This design comes from an exercise in tuning for small area, a short achievable clock period and few clock cycles on the open sky130 flow, not from production work.
No functional check of the RTL was part of this run.
Power figures rest on the tool's default switching activity, not on a simulated workload.

==> flow/design.v <==
module alu_multicycle #(
    parameter int WIDTH   = 32,
    parameter int SHAMT_W = 5
) (
    input  logic               clk,
    input  logic               reset,
    input  logic               start,
    input  logic [3:0]         opCode,
    input  logic [WIDTH-1:0]   in1,
    input  logic [WIDTH-1:0]   in2,
    input  logic [SHAMT_W-1:0] shiftAmt,
    output logic               ready,
    output logic               valid,
    output logic [WIDTH-1:0]   result,
    output logic [WIDTH-1:0]   hi,
    output logic [WIDTH-1:0]   lo,
    output logic               overflow,
    output logic               zero,
    output logic               divByZero
);
    localparam logic [3:0] OP_AND   = 4'b0000;
    localparam logic [3:0] OP_OR    = 4'b0001;
    localparam logic [3:0] OP_ADD   = 4'b0010;
    localparam logic [3:0] OP_SRA   = 4'b0011;
    localparam logic [3:0] OP_SLL   = 4'b0100;
    localparam logic [3:0] OP_SRL   = 4'b0101;
    localparam logic [3:0] OP_SUB   = 4'b0110;
    localparam logic [3:0] OP_SLT   = 4'b0111;
    localparam logic [3:0] OP_SLTU  = 4'b1000;
    localparam logic [3:0] OP_MULT  = 4'b1001;
    localparam logic [3:0] OP_MULTU = 4'b1010;
    localparam logic [3:0] OP_DIV   = 4'b1011;
    localparam logic [3:0] OP_NOR   = 4'b1100;
    localparam logic [3:0] OP_DIVU  = 4'b1101;
    typedef enum logic [2:0] {RUN, MP, MS, DP, DS, DR, DQ} state_t;
    state_t st_q, st_d;
    logic [31:0] a_q, b_q;        
    logic        bneg_q;          
    logic [3:0]  op_q;
    logic [4:0]  sh_q;
    logic        alu_q;           
    logic [31:0] h_q, l_q;        
    logic [31:0] r_q;             
    logic        valid_q, sel_lo_q, undef_q, ovf_q, dbz_q;
    logic        qneg_q, rneg_q, dbzp_q;
    logic [4:0]  cnt_q;
    logic [2:0]  dg_q;            
    logic last, fin, accept;
    assign last   = (cnt_q == 5'd0);
    assign fin    = ((st_q == MS) && last) ||
                    ((st_q == DS) && last && !rneg_q && !qneg_q) ||
                    ((st_q == DR) && !qneg_q) || (st_q == DQ);
    assign ready  = (st_q == RUN) || fin;
    assign accept = start && ready;
    logic sgn_op, an, bn;         
    assign sgn_op = (op_q == OP_MULT) || (op_q == OP_DIV);
    assign an     = sgn_op && a_q[31];
    assign bn     = sgn_op && b_q[31];
    function automatic logic [5:0] clz32(input logic [31:0] x);
        logic [15:0] z1; logic [15:0] c1;
        logic [7:0]  z2; logic [15:0] c2;
        logic [3:0]  z3; logic [11:0] c3;
        logic [1:0]  z4; logic [7:0]  c4;
        logic [4:0]  c5;
        integer i;
        for (i = 0; i < 16; i++) begin
            z1[i] = ~x[2*i+1] & ~x[2*i];
            c1[i] = ~x[2*i+1];
        end
        for (i = 0; i < 8; i++) begin
            z2[i] = z1[2*i+1] & z1[2*i];
            c2[2*i +: 2] = z1[2*i+1] ? {1'b1, c1[2*i]} : {1'b0, c1[2*i+1]};
        end
        for (i = 0; i < 4; i++) begin
            z3[i] = z2[2*i+1] & z2[2*i];
            c3[3*i +: 3] = z2[2*i+1] ? {1'b1, c2[2*(2*i) +: 2]} : {1'b0, c2[2*(2*i+1) +: 2]};
        end
        for (i = 0; i < 2; i++) begin
            z4[i] = z3[2*i+1] & z3[2*i];
            c4[4*i +: 4] = z3[2*i+1] ? {1'b1, c3[3*(2*i) +: 3]} : {1'b0, c3[3*(2*i+1) +: 3]};
        end
        c5 = z4[1] ? {1'b1, c4[3:0]} : {1'b0, c4[7:4]};
        clz32 = (z4[1] && z4[0]) ? 6'd32 : {1'b0, c5};
    endfunction
    function automatic logic [2:0] bdig(input logic [31:0] x, input logic s, input logic [4:0] i);
        logic [35:0] e;
        e = {s, s, s, x, 1'b0};
        bdig = e[2*i +: 3];
    endfunction
    function automatic logic [31:0] rev32(input logic [31:0] x);
        integer i;
        for (i = 0; i < 32; i++) rev32[i] = x[31-i];
    endfunction
    logic [5:0] la, lb;           
    assign la = clz32(a_q ^ {32{an}});
    assign lb = clz32(b_q ^ {32{bn}});
    logic [5:0]  za;
    logic [4:0]  dsh;
    logic [31:0] sh_src, sh_in, sh_y, sh_out;
    logic [4:0]  sh_amt;
    logic        sh_fill, sh_left;
    assign za      = la - {5'd0, an};            
    logic [6:0]  dd;
    assign dd      = {1'b0, lb} - {1'b0, za};
    assign dsh     = (dd[6] || (lb[5] && !bn)) ? 5'd0 : dd[5] ? 5'd31 : dd[4:0];
    assign sh_left = (st_q == DP) || (op_q == OP_SLL);
    assign sh_src  = (st_q == DP) ? b_q : a_q;
    assign sh_amt  = (st_q == DP) ? dsh : sh_q;
    assign sh_fill = (st_q != DP) && (op_q == OP_SRA) && a_q[31];
    assign sh_in   = sh_left ? rev32(sh_src) : sh_src;
    assign sh_y    = 32'($signed({sh_fill, sh_in}) >>> sh_amt);
    assign sh_out  = sh_left ? rev32(sh_y) : sh_y;
    logic        is_sub;
    logic        xinv, yinv, one, two, mext;
    logic [35:0] xsrc, xop, yop;
    logic [34:0] pmag;
    logic [37:0] s38;
    logic [35:0] s;
    logic        c36, cin;
    logic        bneg, bone, btwo;
    assign is_sub = (op_q == OP_SUB) || (op_q == OP_SLT) || (op_q == OP_SLTU);
    assign bneg   = dg_q[2] && !(dg_q[1] && dg_q[0]);
    assign bone   = dg_q[1] ^ dg_q[0];
    assign btwo   = (dg_q[2] && !dg_q[1] && !dg_q[0]) || (!dg_q[2] && dg_q[1] && dg_q[0]);
    always_comb begin
        xinv = 1'b0;
        yinv = 1'b0;
        one  = 1'b0;
        two  = 1'b0;
        mext = 1'b0;
        xsrc = {4'd0, a_q};
        case (st_q)
            MS: begin
                xsrc = {h_q[1:0], l_q, 2'b00};
                one  = bone;
                two  = btwo;
                yinv = bneg;
                mext = bn;
            end
            DP: xinv = an;
            DS: begin
                xsrc = {4'd0, h_q};
                one  = 1'b1;
                mext = bneg_q;
                yinv = !bneg_q;
            end
            DR: begin
                xsrc = {4'd0, h_q};
                xinv = 1'b1;
            end
            DQ: begin
                xsrc = {h_q[1:0], l_q, 2'b11};
                xinv = 1'b1;
            end
            default: begin
                one  = 1'b1;
                yinv = is_sub;
            end
        endcase
    end
    assign pmag = one ? {{3{mext}}, b_q} : two ? {{2{mext}}, b_q, 1'b0} : 35'd0;
    assign xop  = xsrc ^ ((st_q == DQ) ? {2'b00, {32{1'b1}}, 2'b00} : {4'b0000, {32{xinv}}});
    assign yop  = {pmag[34], pmag} ^ {36{yinv}};
    assign cin  = yinv || xinv;
    assign s38  = {1'b0, xop, 1'b1} + {1'b0, yop, cin};
    assign s    = s38[36:1];
    assign c36  = s38[37];
    logic        add_ovf, c32;
    logic [31:0] alu_res;
    assign add_ovf = (a_q[31] == yop[31]) && (s[31] != a_q[31]);
    assign c32     = s[32] ^ yop[32];
    always_comb begin
        case (op_q)
            OP_AND:  alu_res = a_q & b_q;
            OP_OR:   alu_res = a_q | b_q;
            OP_NOR:  alu_res = ~(a_q | b_q);
            OP_ADD, OP_SUB: alu_res = s[31:0];
            OP_SRA, OP_SLL, OP_SRL: alu_res = sh_out;
            OP_SLT:  alu_res = {31'd0, s[31] ^ add_ovf};
            OP_SLTU: alu_res = {31'd0, ~c32};
            default: alu_res = '0;
        endcase
    end
    logic [4:0]  ja, jb;          
    logic        swp;
    logic [2:0]  dg_first, dg_next;
    logic [27:0] upp;
    logic        uinc, udec;
    logic [27:0] all1, all0;      
    assign ja  = 5'((6'd32 - la) >> 1);
    assign jb  = 5'((6'd32 - lb) >> 1);
    assign swp = (jb < ja);       
    assign dg_first = swp ? bdig(b_q, bn, jb) : bdig(a_q, an, ja);
    assign dg_next  = bdig(a_q, an, cnt_q - 5'd1);
    assign uinc = c36 && !yop[35];
    assign udec = !c36 && yop[35];
    always_comb begin
        all1[0] = 1'b1;
        all0[0] = 1'b1;
        for (int i = 1; i < 28; i++) begin
            all1[i] = all1[i-1] && h_q[i+1];
            all0[i] = all0[i-1] && !h_q[i+1];
        end
        for (int i = 0; i < 28; i++)
            upp[i] = h_q[i+2] ^ ((uinc && all1[i]) || (udec && all0[i]));
    end
    logic dge;
    assign dge = !s[35];
    state_t acc_st;
    always_comb begin
        if (opCode == OP_MULT || opCode == OP_MULTU)     acc_st = MP;
        else if (opCode == OP_DIV || opCode == OP_DIVU)  acc_st = DP;
        else                                             acc_st = RUN;
    end
    always_comb begin
        st_d = st_q;
        if (fin || (st_q == RUN)) st_d = accept ? acc_st : RUN;
        else case (st_q)
            MP:      st_d = MS;
            DP:      st_d = DS;
            DS:      if (last) st_d = rneg_q ? DR : DQ;
            DR:      st_d = DQ;
            default: st_d = st_q;
        endcase
    end
    always_ff @(posedge clk or posedge reset) begin
        if (reset) begin
            st_q    <= RUN;
            valid_q <= 1'b0;
            alu_q   <= 1'b0;
            h_q     <= '0;
            l_q     <= '0;
            dbz_q   <= 1'b0;
        end else begin
            st_q    <= st_d;
            valid_q <= ((st_q == RUN) && alu_q) || fin;
            alu_q   <= accept && (acc_st == RUN);
            case (st_q)
                MP: begin
                    h_q <= '0;
                    l_q <= '0;
                end
                MS: {h_q, l_q} <= {upp, s};
                DP: begin
                    h_q   <= s[31:0];
                    l_q   <= '0;
                    dbz_q <= (b_q == '0);
                end
                DS: begin
                    if (dge) h_q <= s[31:0];
                    l_q <= (last && dbzp_q) ? '1 : {l_q[30:0], dge};
                end
                DR: h_q <= s[31:0];
                DQ: l_q <= s[33:2];
                default: ;
            endcase
        end
    end
    always_ff @(posedge clk) begin
        if (ready) begin
            a_q  <= in1;
            b_q  <= in2;
            op_q <= opCode;
            sh_q <= shiftAmt;
        end else begin
            case (st_q)
                MP: if (swp) begin
                    a_q <= b_q;
                    b_q <= a_q;
                end
                DP: b_q <= sh_out;
                DS: b_q <= {bneg_q, b_q[31:1]};
                default: ;
            endcase
        end
        case (st_q)
            MP: begin
                cnt_q <= swp ? jb : ja;
                dg_q  <= dg_first;
            end
            MS: begin
                cnt_q <= cnt_q - 5'd1;
                dg_q  <= dg_next;
            end
            DP: begin
                cnt_q  <= dsh;
                bneg_q <= bn;
                rneg_q <= an;
                qneg_q <= (an ^ bn) && (b_q != '0);
                dbzp_q <= (b_q == '0);
                ovf_q  <= sgn_op && (a_q == 32'h8000_0000) && (b_q == 32'hFFFF_FFFF);
            end
            DS:  cnt_q <= cnt_q - 5'd1;
            DR:  rneg_q <= 1'b0;
            default: ;
        endcase
        if ((st_q == RUN) && alu_q) begin
            r_q      <= alu_res;
            ovf_q    <= ((op_q == OP_ADD) || (op_q == OP_SUB)) && add_ovf;
            undef_q  <= (op_q == 4'hE) || (op_q == 4'hF);
            sel_lo_q <= 1'b0;
        end else if (fin) begin
            sel_lo_q <= 1'b1;
            undef_q  <= 1'b0;
            if (st_q == MS) ovf_q <= 1'b0;
        end
    end
    assign valid     = valid_q;
    assign result    = sel_lo_q ? l_q : r_q;
    assign zero      = sel_lo_q ? (l_q == '0) : ((r_q == '0) && !undef_q);
    assign hi        = h_q;
    assign lo        = l_q;
    assign overflow  = ovf_q;
    assign divByZero = dbz_q;
endmodule
==> flow/run.sh <==
#!/bin/bash
# synth_recipe.tcl (not shown) runs the flow's synth.tcl, then flattens the netlist and writes it again
# the make line also repeats each setting of config.mk as NAME=value (left out here)
make -C /OpenROAD-flow-scripts/flow DESIGN_CONFIG=/design/flow/config.mk WORK_HOME=/design/flow/orfs CLKGATE_MAP_FILE= SYNTH_SCRIPT=/design/flow/synth_recipe.tcl finish
==> flow/config.mk <==
export PLATFORM = sky130hd
export DESIGN_NAME = alu_multicycle
export DESIGN_NICKNAME = alu_multicycle
export VERILOG_FILES = /design/flow/design.v
export SDC_FILE = /design/flow/constraint.sdc
export NUM_CORES = 4
export LEC_CHECK = 0
export CAP_MARGIN = 20
export CORE_MARGIN = 2
export CORE_UTILIZATION = 40
export SETUP_SLACK_MARGIN = 4.0
export SLEW_MARGIN = 20
==> flow/constraint.sdc <==
create_clock -name core_clock -period 8.0 [get_ports {clk}]
set_input_delay 1.6000 -clock core_clock [delete_from_list [all_inputs] [get_ports {clk}]]
set_output_delay 1.6000 -clock core_clock [all_outputs]
set_load 0.01 [all_outputs]
==> run_results.csv <==
group,metric,value,unit
sta,fmax,138,MHz
min_path,holdCritStartpoint,"dbz_q",
synth,synth_cells,2758,
die,initial_utilization,40.7,%
final_layout,finish.net_count,3321,
power,irDropWorstVdd,0.000389,V
global_routing,grt_pass1_wl,177000,um
final_layout,layout-drive-gt1-share,34.7,%
die,rows,85,
sta,clock_skew,0.0200,ns
setup_path,critPathMaxStageDelay,0.49,ns
global_routing,grt_max_degree,80,
die,core_area,54000,um^2
synth,yosysTopAreaCell,"edfxtp_1",
synth,yosys_warnings,1,
die,fp.dieH,238,um
setup_path,startpoint,"dg_q[1]",
place,place_hpwl,89700,um
sta,grt_setup_unrepaired,"yes",
synth,syn_nets,2890,
drt,drc,0,
run,drv_cap,0,
place,port_buffers,176,
die,dieArea,56800,um^2
clock_tree,clk_latency,0.52,ns
sta,timing.final.crit_share,90.6,%
global_routing,grt.overflow.total,0,
sta,post-route-min-period,7.25,ns
final_layout,final_area,32000,um^2
clock_tree,root_buffer,"clkbuf_16",
global_routing,antenna_found_initial,7,
clock_tree,cts_made_buffers,17,
synth,synth_seq_cells,190,
sta,max-slew-margin-rel,22.2,%
setup_path,critPathCaptureType,"flip-flop",
synth,synth-edff-count,118,
sta,hold_viol,0,
outcome,status,"finished clean",
die,die_w,238,um
clock_tree,cts_tree,"built",
setup_path,start_kind,"flip-flop",
global_routing,grt_usage,43.0,%
drt,wl_per_cell,32.6,um
synth,async_reset_ff_share,36.8,%
global_routing,first_global_vias,25100,
drt,vias,27200,
die,ios,177,
sta,drv_slew,0,
setup_path,arrival,7.66,ns
place,place_area,25900,um^2
setup_path,worstPathMaxFanout,9,
power,power.density,466,nW/um^2
setup_path,required,8.41,ns
final_layout,n_fill_cell,4683,
clock_tree,path_clk_slew,0.08,ns
clock_tree,h-tree-depth,4,
setup_path,crit_type,"flip-flop to flip-flop",
drt,final_antenna_net_count,0,
synth,synth.cell_area,22000,um^2
synth,synth.distinct_cells,107,
power,p_leak,12.6,nW
drt,firstDrtPassIters,8,
place,place.gp.congestion,1.07,
synth,ys_seq_area_share,24.3,%
drt,drt_wl_total,127000,um
clock_tree,clock-sinks,190,
setup_path,cpMaxStageDelayCell,"or4b_4",
min_path,worstHoldPathType,"flip-flop to flip-flop",
final_layout,synthToLayoutAreaGrowth,45.7,%
final_layout,seqCellArea,5340,um^2
synth,synth_ff_type,"edfxtp_1",
drt,drt_iter0_drc,4028,
sta,tightestPinTransition,1.17,ns
clock_tree,cts_buffer_depth,2,
setup_path,r2r_start,"dg_q[1]",
synth,avgSynthCellArea,7.97,um^2
sta,tns,0,ns
sta,setup_violations,0,
setup_path,reg2reg_slack,0.75,ns
final_layout,multiInputGateArea,18700,um^2
synth,yosysTopAreaCellShare,16.1,%
drt,vias_per_cell,6.98,
synth,yosys-top-cells-area,"edfxtp_1 16%, dfrtp_1 8.0%, mux2i_1 6.6%",
==> report_power, final <==
group          total, mW  leakage [nW]  switching (mW)  internal (mW)
clock network      0.960         0.295           0.476          0.484
logic               12.0          10.4            6.69           5.31
registers           1.97          1.93           0.570           1.40
==> path summary, 6_finish.rpt <==
check,endpoint,cells past startpoint
setup / recovery,h_q[31],30
hold / removal,dbz_q,2
setup reg to reg,h_q[31],30
hold reg to reg,dbz_q,2
max in group asynchronous,st_q[0],3
min in group asynchronous,h_q[21],3
==> stage by stage <==
step	setup slack [ns]	hold slack [ns]	power [mW]	instances	utilization [%]
after floorplan	1.26	0.499	6.98	2758	-
after global placement	0.312	0.471	10.6	3567	47.8
after detailed placement	0.302	0.480	10.6	3567	47.8
after CTS	0.977	0.497	13.5	3787	55.5
after global routing	0.521	0.531	15.3	3899	59.3
final	0.749	0.488	14.9	3901	59.3
==> repair_timing <==
item,in CTS,in global routing
hold buffers,0,0
setup endpoints to repair,203,202
pin swaps,139,86
gates resized for setup,421,240
gates cloned,5,2
buffers inserted,183,109
==> flip-flops by register name (all words and copies together), names as in the netlist, 3 cells and up <==
signal / flops
cnt_q: 5
b_q: 32
dg_q: 3
r_q: 32
a_q: 32
op_q: 4
l_q: 32
sh_q: 5
h_q: 32
st_q: 3
==> critical path, delay by kind of cell (launching register included) <==
kind / cells / cell delay, ns
simple gates: 12 / 2.73
buf+inv: 4 / 0.58
compound gates: 9 / 2.01
flops: 1 / 0.45
mux: 1 / 0.28
xor+xnor: 2 / 0.47
fa+ha+maj: 2 / 0.58
==> logic make-up after synthesis <==
logic type,share of synthesized area [%]
AOI/OAI and AO/OA,28.8
DFF,24.3
muxes,12.8
buffers and inverters,5.74
and+or+nand+nor,19.2
xor gates and xnor gates,5.93
adders and majority gates,3.30
==> cell type report <==
cell class	instances	area share [%]
clock buffers	19	1.41
flip-flops and latches	190	16.7
well taps	696	2.72
multi-input cells	2250	58.4
inverters	51	0.676
diodes	3	0.0234
repair buffers	679	19.7
clock inverters	13	0.469
==> synthesized netlist by cell type, types with 18 or more instances <==
library cell,number
nor4_1,36
buf_2,19
nand2_1,326
a21oi_1,212
xnor2_1,80
and3_1,18
o22ai_1,26
o211ai_1,30
o21a_1,21
mux4_2,20
o221ai_1,22
a21o_1,63
dfrtp_1,70
a31oi_1,21
ha_1,54
xor2_1,65
inv_1,48
a22oi_1,55
a221oi_1,54
o21ai_0,181
buf_1,20
clkbuf_1,225
nand4_1,38
mux2_2,70
a211oi_1,22
a221o_1,22
edfxtp_1,118
mux2i_1,146
a22o_1,39
nor2_1,196
nand2b_1,35
nand3_1,45
o31ai_1,20
nor3_1,64
==> placed cells by master, fill, tap and decap left out, drive strengths merged, types with 70 or more instances in the layout <==
cell / count
buf: 499
dfrtp: 70
nor2: 196
nand2: 327
edfxtp: 118
o21ai: 191
a21oi: 212
mux2: 70
clkdlybuf4s50: 174
xnor2: 81
mux2i: 146
==> layer usage <==
metal | share of wire, % | vias up | global-route usage [%]
li1 | - | 11300 | -
met1 | 37 | 13300 | 53.9
met2 | 42 | 2068 | 63.6
met3 | 13 | 558 | 13.6
met4 | 8.3 | 8 | 28.2
met5 | 0.044 | - | 0

[afterwards: timing with drivers on the ports]
How much do the figures lean on ideal ports? The routed layout below was timed once more, with nothing changed but the port constraints.
Step 1: set_driving_cell puts a clkbuf_16 on clk and a buf_2 on each other input, an assumption about the parent block.
Step 2, shift: input delay + t, output delay - t, t = (earliest + latest rising clock arrival at the registers) / 2. This alone moves slack from input paths to output paths.
Three values: no drivers, after step 1, after step 2; two values: the first two.
t, ns: 0.576
slack for setup (ns): 0.749 / 0.749 / 0.749
worst data-port slew with drivers (ns): 0.04
cell pins on the clock port's net: 1
After both steps this run still meets setup and hold. For this run, drivers alone change the setup slack by 0.000 ns; drivers and shift together by 0.000 ns.
